Context: an optimization exercise on an open-source flow, tuned for small area. The choices shown serve that exercise and are no tape-out recipe. Only simulation tests tie the RTL to the original design; equivalence was not proved. Power is estimated from default activity; no workload was simulated. The flow treats the clock pin as an ideal source, which a real chip does not have.

## v6
==> flow/design.v <==
module mips_rf_aoi222 (
  input  logic a0, b0, a1, b1, a2, b2,
  output logic y
);
  assign y = ~((a0 & b0) | (a1 & b1) | (a2 & b2));
endmodule
module mips_rf_ao221 (
  input  logic a0, b0, a1, b1, c,
  output logic y
);
  assign y = (a0 & b0) | (a1 & b1) | c;
endmodule
module mips_rf_rdbit (
  input  logic [31:0] sel,
  input  logic [31:0] din,
  output logic        y
);
  logic [9:0] n;
  logic       d;
  for (genvar k = 0; k < 10; k++) begin : g_aoi
    mips_rf_aoi222 u (
      .a0(sel[3*k]),   .b0(din[3*k]),
      .a1(sel[3*k+1]), .b1(din[3*k+1]),
      .a2(sel[3*k+2]), .b2(din[3*k+2]),
      .y(n[k])
    );
  end
  assign d = ~&n;
  mips_rf_ao221 u_last (
    .a0(sel[30]), .b0(din[30]), .a1(sel[31]), .b1(din[31]), .c(d), .y(y)
  );
endmodule
module mips_register_file #(
  parameter int DATA_W = 32,
  parameter int ADDR_W = 5
) (
  input  logic              clk,
  input  logic              rst_n,
  input  logic              rd_req,
  input  logic [31:0]       instruction_set,
  output logic [DATA_W-1:0] rs_data,
  output logic [DATA_W-1:0] rt_data,
  output logic              rd_valid,
  input  logic              wr_en,
  input  logic [ADDR_W-1:0] wr_addr,
  input  logic [DATA_W-1:0] wr_data,
  output logic [15:0]       wr_count
);
  localparam int NREG = 1 << ADDR_W;
  logic [DATA_W-1:0]  regs_q [NREG];
  logic [NREG-1:0]    valid_q;
  logic [NREG-1:0]    we;
  logic [NREG-1:0]    rs_sel, rt_sel;
  logic [DATA_W-1:0]  rs_d;
  logic [DATA_W-1:0]  rt_d;
  logic [15:0]        cnt_q;
  logic               valid_rd_q;
  logic [ADDR_W-1:0]  rs_idx, rt_idx;
  logic               wr_fire;
  assign rs_idx  = instruction_set[21 +: ADDR_W];
  assign rt_idx  = instruction_set[16 +: ADDR_W];
  assign wr_fire = wr_en && (wr_addr != '0);
  always_comb begin
    for (int i = 0; i < NREG; i++) begin
      we[i] = (i != 0) && wr_fire && (wr_addr == ADDR_W'(i));
    end
    rs_sel[0] = !rd_req;
    rt_sel[0] = !rd_req;
    for (int i = 1; i < NREG; i++) begin
      rs_sel[i] = rd_req && valid_q[i] && (rs_idx == ADDR_W'(i));
      rt_sel[i] = rd_req && valid_q[i] && (rt_idx == ADDR_W'(i));
    end
  end
  for (genvar b = 0; b < DATA_W; b++) begin : g_rd
    logic [NREG-1:1] col;
    for (genvar i = 1; i < NREG; i++) begin : g_col
      assign col[i] = regs_q[i][b];
    end
    mips_rf_rdbit u_rs (.sel(rs_sel), .din({col, rs_data[b]}), .y(rs_d[b]));
    mips_rf_rdbit u_rt (.sel(rt_sel), .din({col, rt_data[b]}), .y(rt_d[b]));
  end
  always_ff @(posedge clk or negedge rst_n) begin
    if (!rst_n) begin
      valid_rd_q <= 1'b0;
      rs_data    <= '0;
      rt_data    <= '0;
      cnt_q      <= '0;
      valid_q    <= '0;
    end else begin
      valid_rd_q <= rd_req;
      rs_data    <= rs_d;
      rt_data    <= rt_d;
      if (wr_fire && (cnt_q != 16'hFFFF)) cnt_q <= cnt_q + 16'd1;
      valid_q    <= valid_q | we;
    end
  end
  for (genvar g = 1; g < NREG; g++) begin : g_reg
    always_ff @(posedge clk) begin
      if (we[g]) regs_q[g] <= wr_data;
    end
  end
  assign rd_valid = valid_rd_q;
  assign wr_count = cnt_q;
endmodule
==> flow/config.mk <==
export PLATFORM = sky130hd
export DESIGN_NAME = mips_register_file
export DESIGN_NICKNAME = mips_register_file
export VERILOG_FILES = /design/flow/design.v
export SDC_FILE = /design/flow/constraint.sdc
export NUM_CORES = 4
export LEC_CHECK = 0
export CAP_MARGIN = 30
export CORE_MARGIN = 2
export CORE_UTILIZATION = 60
export SLEW_MARGIN = 30
export SYNTH_HIERARCHICAL = 1
==> flow/constraint.sdc <==
create_clock -name core_clock -period 5.0 [get_ports {clk}]
set_input_delay 1.0000 -clock core_clock [delete_from_list [all_inputs] [get_ports {clk}]]
set_output_delay 1.0000 -clock core_clock [all_outputs]
set_load 0.01 [all_outputs]
standard.sh (not shown) runs the stock make flow with config.mk's settings and CLKGATE_MAP_FILE= SYNTH_SCRIPT=/design/flow/synth_recipe.tcl, a recipe that flattens the netlist after the stock synthesis.
==> flow/flow/run.sh <==
#!/bin/bash
# The standard ORFS layout (standard.sh), with two changes to how it is built:
#  - the ports are buffered with the smallest buffer (buf_1) instead of clkdlybuf4s50_1;
#  - clock tree synthesis uses clkbuf_16 only, larger sink clusters and no dummy loads.
set -euo pipefail
export BUFFER_PORTS_ARGS="-buffer_cell sky130_fd_sc_hd__buf_1"
export CTS_ARGS="-sink_clustering_enable -repair_clock_nets -dont_use_dummy_load -buf_list sky130_fd_sc_hd__clkbuf_16 -sink_clustering_size 30 -sink_clustering_max_diameter 100"
bash standard.sh > standard_make.log 2>&1
v6 reached the end of the flow, and the finished layout is clean on the timing, design-rule and antenna checks.
diff inputs: v6 => v7
--- a/flow/design.v
+++ b/flow/design.v
@@ -4,19 +4,18 @@
 );
   assign y = ~((a0 & b0) | (a1 & b1) | (a2 & b2));
 endmodule
-module mips_rf_ao221 (
-  input  logic a0, b0, a1, b1, c,
+module mips_rf_aoi22 (
+  input  logic a0, b0, a1, b1,
   output logic y
 );
-  assign y = (a0 & b0) | (a1 & b1) | c;
+  assign y = ~((a0 & b0) | (a1 & b1));
 endmodule
 module mips_rf_rdbit (
   input  logic [31:0] sel,
   input  logic [31:0] din,
   output logic        y
 );
-  logic [9:0] n;
-  logic       d;
+  logic [10:0] n;
   for (genvar k = 0; k < 10; k++) begin : g_aoi
     mips_rf_aoi222 u (
       .a0(sel[3*k]),   .b0(din[3*k]),
@@ -25,10 +24,10 @@
       .y(n[k])
     );
   end
-  assign d = ~&n;
-  mips_rf_ao221 u_last (
-    .a0(sel[30]), .b0(din[30]), .a1(sel[31]), .b1(din[31]), .c(d), .y(y)
+  mips_rf_aoi22 u_last (
+    .a0(sel[30]), .b0(din[30]), .a1(sel[31]), .b1(din[31]), .y(n[10])
   );
+  assign y = ~&n;
 endmodule
 module mips_register_file #(
   parameter int DATA_W = 32,
@@ -51,8 +50,8 @@
   logic [NREG-1:0]    valid_q;
   logic [NREG-1:0]    we;
   logic [NREG-1:0]    rs_sel, rt_sel;
-  logic [DATA_W-1:0]  rs_d;
-  logic [DATA_W-1:0]  rt_d;
+  logic [DATA_W-1:0]  rs_q, rs_d;
+  logic [DATA_W-1:0]  rt_q, rt_d;
   logic [15:0]        cnt_q;
   logic               valid_rd_q;
   logic [ADDR_W-1:0]  rs_idx, rt_idx;
@@ -72,24 +71,27 @@
     end
   end
   for (genvar b = 0; b < DATA_W; b++) begin : g_rd
-    logic [NREG-1:1] col;
-    for (genvar i = 1; i < NREG; i++) begin : g_col
-      assign col[i] = regs_q[i][b];
+    logic [NREG-1:0] rs_din, rt_din;
+    assign rs_din[0] = rs_q[b];
+    assign rt_din[0] = rt_q[b];
+    for (genvar i = 1; i < NREG; i++) begin : g_din
+      assign rs_din[i] = regs_q[i][b];
+      assign rt_din[i] = regs_q[i][b];
     end
-    mips_rf_rdbit u_rs (.sel(rs_sel), .din({col, rs_data[b]}), .y(rs_d[b]));
-    mips_rf_rdbit u_rt (.sel(rt_sel), .din({col, rt_data[b]}), .y(rt_d[b]));
+    mips_rf_rdbit u_rs (.sel(rs_sel), .din(rs_din), .y(rs_d[b]));
+    mips_rf_rdbit u_rt (.sel(rt_sel), .din(rt_din), .y(rt_d[b]));
   end
   always_ff @(posedge clk or negedge rst_n) begin
     if (!rst_n) begin
       valid_rd_q <= 1'b0;
-      rs_data    <= '0;
-      rt_data    <= '0;
+      rs_q       <= '0;
+      rt_q       <= '0;
       cnt_q      <= '0;
       valid_q    <= '0;
     end else begin
       valid_rd_q <= rd_req;
-      rs_data    <= rs_d;
-      rt_data    <= rt_d;
+      rs_q       <= rs_d;
+      rt_q       <= rt_d;
       if (wr_fire && (cnt_q != 16'hFFFF)) cnt_q <= cnt_q + 16'd1;
       valid_q    <= valid_q | we;
     end
@@ -99,6 +101,8 @@
       if (we[g]) regs_q[g] <= wr_data;
     end
   end
+  assign rs_data  = rs_q;
+  assign rt_data  = rt_q;
   assign rd_valid = valid_rd_q;
   assign wr_count = cnt_q;
 endmodule
==> run notes <==
- v7 has completed all stages; timing, DRC and antenna checks passed.
- On switching fraction of total power: between v7 and v6, it ends up higher for v6.
- v7 vs v6, initial core utilization went down by 0.36 points.
- When v7 is measured against v6, its pin slew with the least headroom to its limit turns out 0.070 ns higher.
- Of v7 and v6, it is v7 that has the higher number of placed instances, taps included.
- Maximum cell stage delay along the critical path: v7 vs v6 — no meaningful difference
- v7 against v6: cell count increased by 23 relative to the old numbers; non-clock buffer count higher; sequential share of layout area dropped 0.61 points; share of power burned in the clock network picked up an extra 0.2 points; wire length saw an increase.
- Compare v7 and v6 | layout overhead on the synthesized area lower: v7

==> port drivers added, routing unchanged <==
The flow's constraints put no driver on any port. The routed layouts listed below were extracted and timed again, unchanged, in two steps.
Step 1, drivers: a clkbuf_16 drives clk and a buf_2 each remaining input, both assumed.
Step 2 also shifts input and output timing later by t, the mid clock arrival at the registers, as if the neighbouring blocks saw the same clock.
Slacks: no drivers / after step 1 / after step 2; pairs: no drivers / after step 1.
run	t, ns	setup slack, ns	slew at the worst register clock pin (ns)
v6	0.700	1.359 / 1.400 / 0.700	0.12 / 0.12
v7	0.686	1.658 / 1.707 / 1.021	0.12 / 0.12
After both steps setup and hold are still met in every run listed. For v6, which loses most, drivers alone change the setup slack by +0.041 ns; drivers and shift together by -0.659 ns.
